Source: an optimization exercise on an open RTL-to-GDS flow (aim: small area and few clock cycles per item). Production flows keep margins and buffers that such runs may drop. RTL that was checked went through simulation tests only; none was proved equivalent to the original.

## job 3215
Settings: LEC_CHECK=0, CAP_MARGIN=20, CORE_MARGIN=2, CORE_UTILIZATION=40, GPL_TIMING_DRIVEN=1, SETUP_SLACK_MARGIN=0.05, SLEW_MARGIN=20, SYNTH_HIERARCHICAL=1; clock period 7.5 ns.
standard.sh (not shown) runs the stock make flow with config.mk's settings and CLKGATE_MAP_FILE= SYNTH_SCRIPT=/design/flow/synth_recipe.tcl, a recipe that flattens the netlist after the stock synthesis.
==> flow/flow/run.sh <==
#!/bin/bash
# Standard layout with two changes: the port buffers are buf_2 cells, and right
# after synthesis every combinational cell is set to its smallest drive strength
# (the standard repair steps then size up what timing and slew need).
set -euo pipefail
export BUFFER_PORTS_ARGS="-buffer_cell sky130_fd_sc_hd__buf_2"
bash standard.sh synth > synth.log 2>&1
DS_ODB="$PWD/orfs/results/$FLOW_PLATFORM/fp_mult_pipe/base/1_synth.odb" \
DS_LIB="$FLOW_HOME/platforms/$FLOW_PLATFORM/lib/sky130_fd_sc_hd__tt_025C_1v80.lib" \
DS_MAP="$PWD/flow/downsize_map.txt" \
  openroad -no_init -exit flow/downsize.tcl > downsize.log 2>&1
export SKIP_GATE_CLONING=1
bash standard.sh > standard.log 2>&1
Other scripts of this flow, unchanged in this note and not shown: flow/flow/downsize.tcl, flow/flow/downsize_map.txt
Job 3215 finished every stage and its layout cleared the timing, design-rule and antenna checks.
Testbench counts of job 3215, summed over its fixed seeds: cycles 8,008, items 8,000.
The following lists how job 3955 was set up differently from job 3215:
--- a/flow/design.v
+++ b/flow/design.v
@@ -1356,4 +1356,14 @@
     assign c = x & y;
 endmodule
+module fp_mult_bsel (
+    input  logic one_n,
+    input  logic two_n,
+    input  logic neg,
+    input  logic a0_n,
+    input  logic a1_n,
+    output logic p
+);
+    assign p = ~((one_n | a0_n) & (two_n | a1_n)) ^ neg;
+endmodule
 module fp_mult_bselt (
     input  logic one,
Results
Comparing job 3955 against job 3215, there is no change at all in portion of the clock cycle consumed by the worst path in the final layout. Job 3215 -> job 3955: standard cell area after detailed placement delta 0, exact match. Re number of multi-input combinational cells: no difference whatsoever between job 3955 and job 3215. As far as number of cells produced by synthesis goes, job 3215 and job 3955 are indistinguishable; the numbers are identical. Final estimated routing congestion in global placement: job 3215 vs job 3955, no meaningful difference. Compared with job 3215, in job 3955 wire length the detailed router placed on met1 flat, non-clock buffer count flat, pin count of the biggest net entering global routing flat.
Function not checked in job 3955: the RTL went through the layout flow alone.

--- another note on this design; it stands on its own ---

==> run a: inputs <==
// fp_mult_pipe
module fp_mult_pipe #(
    parameter int EXP_W = 8,
    parameter int MAN_W = 23
) (
    input  logic                   clk,
    input  logic                   rst_n,
    input  logic                   in_valid,
    output logic                   in_ready,
    input  logic [EXP_W+MAN_W:0]   a,
    input  logic [EXP_W+MAN_W:0]   b,
    output logic                   out_valid,
    input  logic                   out_ready,
    output logic [EXP_W+MAN_W:0]   product,
    output logic [4:0]             flags
);
clock: 7.5 ns
lec_check: 0
cap_margin: 20
core_margin: 2
core_utilization: 40
gpl_timing_driven: 0
setup_slack_margin: 0.0
slew_margin: 20
synth_hierarchical: 1
standard.sh (not shown) runs the stock make flow with config.mk's settings and CLKGATE_MAP_FILE= SYNTH_SCRIPT=/design/flow/synth_recipe.tcl, a recipe that flattens the netlist after the stock synthesis.
==> flow/flow/run.sh <==
#!/bin/bash
# Standard layout with two changes: the port buffers are buf_2 cells, and right
# after synthesis every combinational cell is set to its smallest drive strength
# (the standard repair steps then size up what timing and slew need).
set -euo pipefail
export BUFFER_PORTS_ARGS="-buffer_cell sky130_fd_sc_hd__buf_2"
bash standard.sh synth > synth.log 2>&1
DS_ODB="$PWD/orfs/results/$FLOW_PLATFORM/fp_mult_pipe/base/1_synth.odb" \
DS_LIB="$FLOW_HOME/platforms/$FLOW_PLATFORM/lib/sky130_fd_sc_hd__tt_025C_1v80.lib" \
DS_MAP="$PWD/flow/downsize_map.txt" \
  openroad -no_init -exit flow/downsize.tcl > downsize.log 2>&1
bash standard.sh > standard.log 2>&1
Other scripts of this flow, unchanged in this note and not shown: flow/flow/downsize.tcl, flow/flow/downsize_map.txt
==> run b (differences from run a) <==
--- a/flow/flow/run.sh
+++ b/flow/flow/run.sh
@@ -11,2 +11,3 @@
   openroad -no_init -exit flow/downsize.tcl > downsize.log 2>&1
+export SKIP_GATE_CLONING=1
 bash standard.sh > standard.log 2>&1
GPL_TIMING_DRIVEN = 1   (was 0)
==> run c (differences from run a) <==
--- a/flow/flow/run.sh
+++ b/flow/flow/run.sh
@@ -11,2 +11,4 @@
   openroad -no_init -exit flow/downsize.tcl > downsize.log 2>&1
+export SKIP_GATE_CLONING=1
+export POST_GLOBAL_PLACE_TCL="$PWD/flow/post_gpl.tcl"
 bash standard.sh > standard.log 2>&1
==> flow/flow/post_gpl.tcl (new file) <==
# After timing-driven global placement: take out the buffers it inserted
# (the port buffers stay); the resize and CTS repair steps add back what
# slew, capacitance and timing need.
set bufs [get_cells -quiet place*]
puts "post_gpl: removing [llength $bufs] placement buffers"
if { [llength $bufs] > 0 } {
  remove_buffers $bufs
}
GPL_TIMING_DRIVEN = 1   (was 0)
SETUP_SLACK_MARGIN = 0.05   (was 0.0)
==> run d (differences from run a) <==
--- a/flow/flow/run.sh
+++ b/flow/flow/run.sh
@@ -11,2 +11,3 @@
   openroad -no_init -exit flow/downsize.tcl > downsize.log 2>&1
+export SKIP_GATE_CLONING=1
 bash standard.sh > standard.log 2>&1
GPL_TIMING_DRIVEN = 1   (was 0)
SETUP_SLACK_MARGIN = 0.05   (was 0.0)
==> comparison <==
- Run d ran to the end with no violations. Run a produced a clean layout. Run b completed with no timing, DRC or antenna violations. Run c completed without violations.
- In clock-buffer cell count, run d and run a do not differ.
- In sequential cell count, run a and run d do not differ.
- In die area, run d and run c do not differ.
- Design area, highest first: run a, run d, run b, run c.
- Sequential share of layout area is about the same in run b and run d.
- Between run b and run a, the lower worst setup slack is in run a (gap 0.080 ns).
- In hold slack, run b and run d hardly differ.
- In synthesized cell count, run a and run c do not differ.
- The highest maximum frequency belongs to run d, the lowest to run a.
- The highest first-iteration DRC count belongs to run a, the lowest to run d.
- Clock skew is about the same in run c and run d.
Testbench counts of run a, summed over its fixed seeds: cycles 8,008, items 8,000.
Testbench counts of run b, summed over its fixed seeds: cycles 8,008, items 8,000.
Testbench counts of run c, summed over its fixed seeds: cycles 8,008, items 8,000.
Testbench counts of run d, summed over its fixed seeds: cycles 8,008, items 8,000.

[re-timing with driven ports]
The results above use ideal ports. As a check the final layouts listed here were re-extracted and re-timed, cells and wires unchanged. Step 1 sets driving cells, clkbuf_16 on the clock port and buf_2 on the other inputs (assumed; they add their load-dependent delay and slew). Step 2 times the ports against the registers' clock, not the clock port: input delays grow and output delays shrink by t, the midpoint of the rising clock arrivals with the driver on. Three values: no drivers, after step 1, after step 2; two values: the first two.
run	shift t [ns]	setup WS [ns]	hold WS [ns]	clock arrival spread, ns	worst register clock-pin slew, ns
job 3215	0.321	0.293 / 0.306 / -0.015	0.835 / 0.835 / 0.835	0.008 / 0.008	0.06 / 0.06
job 3955	0.321	0.293 / 0.306 / -0.015	0.835 / 0.835 / 0.835	0.008 / 0.008	0.06 / 0.06
run a	0.330	0.115 / 0.096 / -0.233	0.687 / 0.687 / 0.687	0.011 / 0.011	0.06 / 0.06
run b	0.328	0.195 / 0.215 / -0.113	0.854 / 0.854 / 0.854	0.008 / 0.008	0.06 / 0.06
run c	0.324	0.208 / -0.712 / -1.036	0.908 / 0.878 / 0.996	0.006 / 0.006	0.06 / 0.06
run d	0.322	0.292 / 0.307 / -0.014	0.854 / 0.854 / 0.854	0.006 / 0.007	0.06 / 0.06
Met with ideal ports but missed after step 2: setup timing in every run listed. The setup slack of run c, which loses most, moves by -0.920 ns with the drivers and by -1.244 ns with both steps.
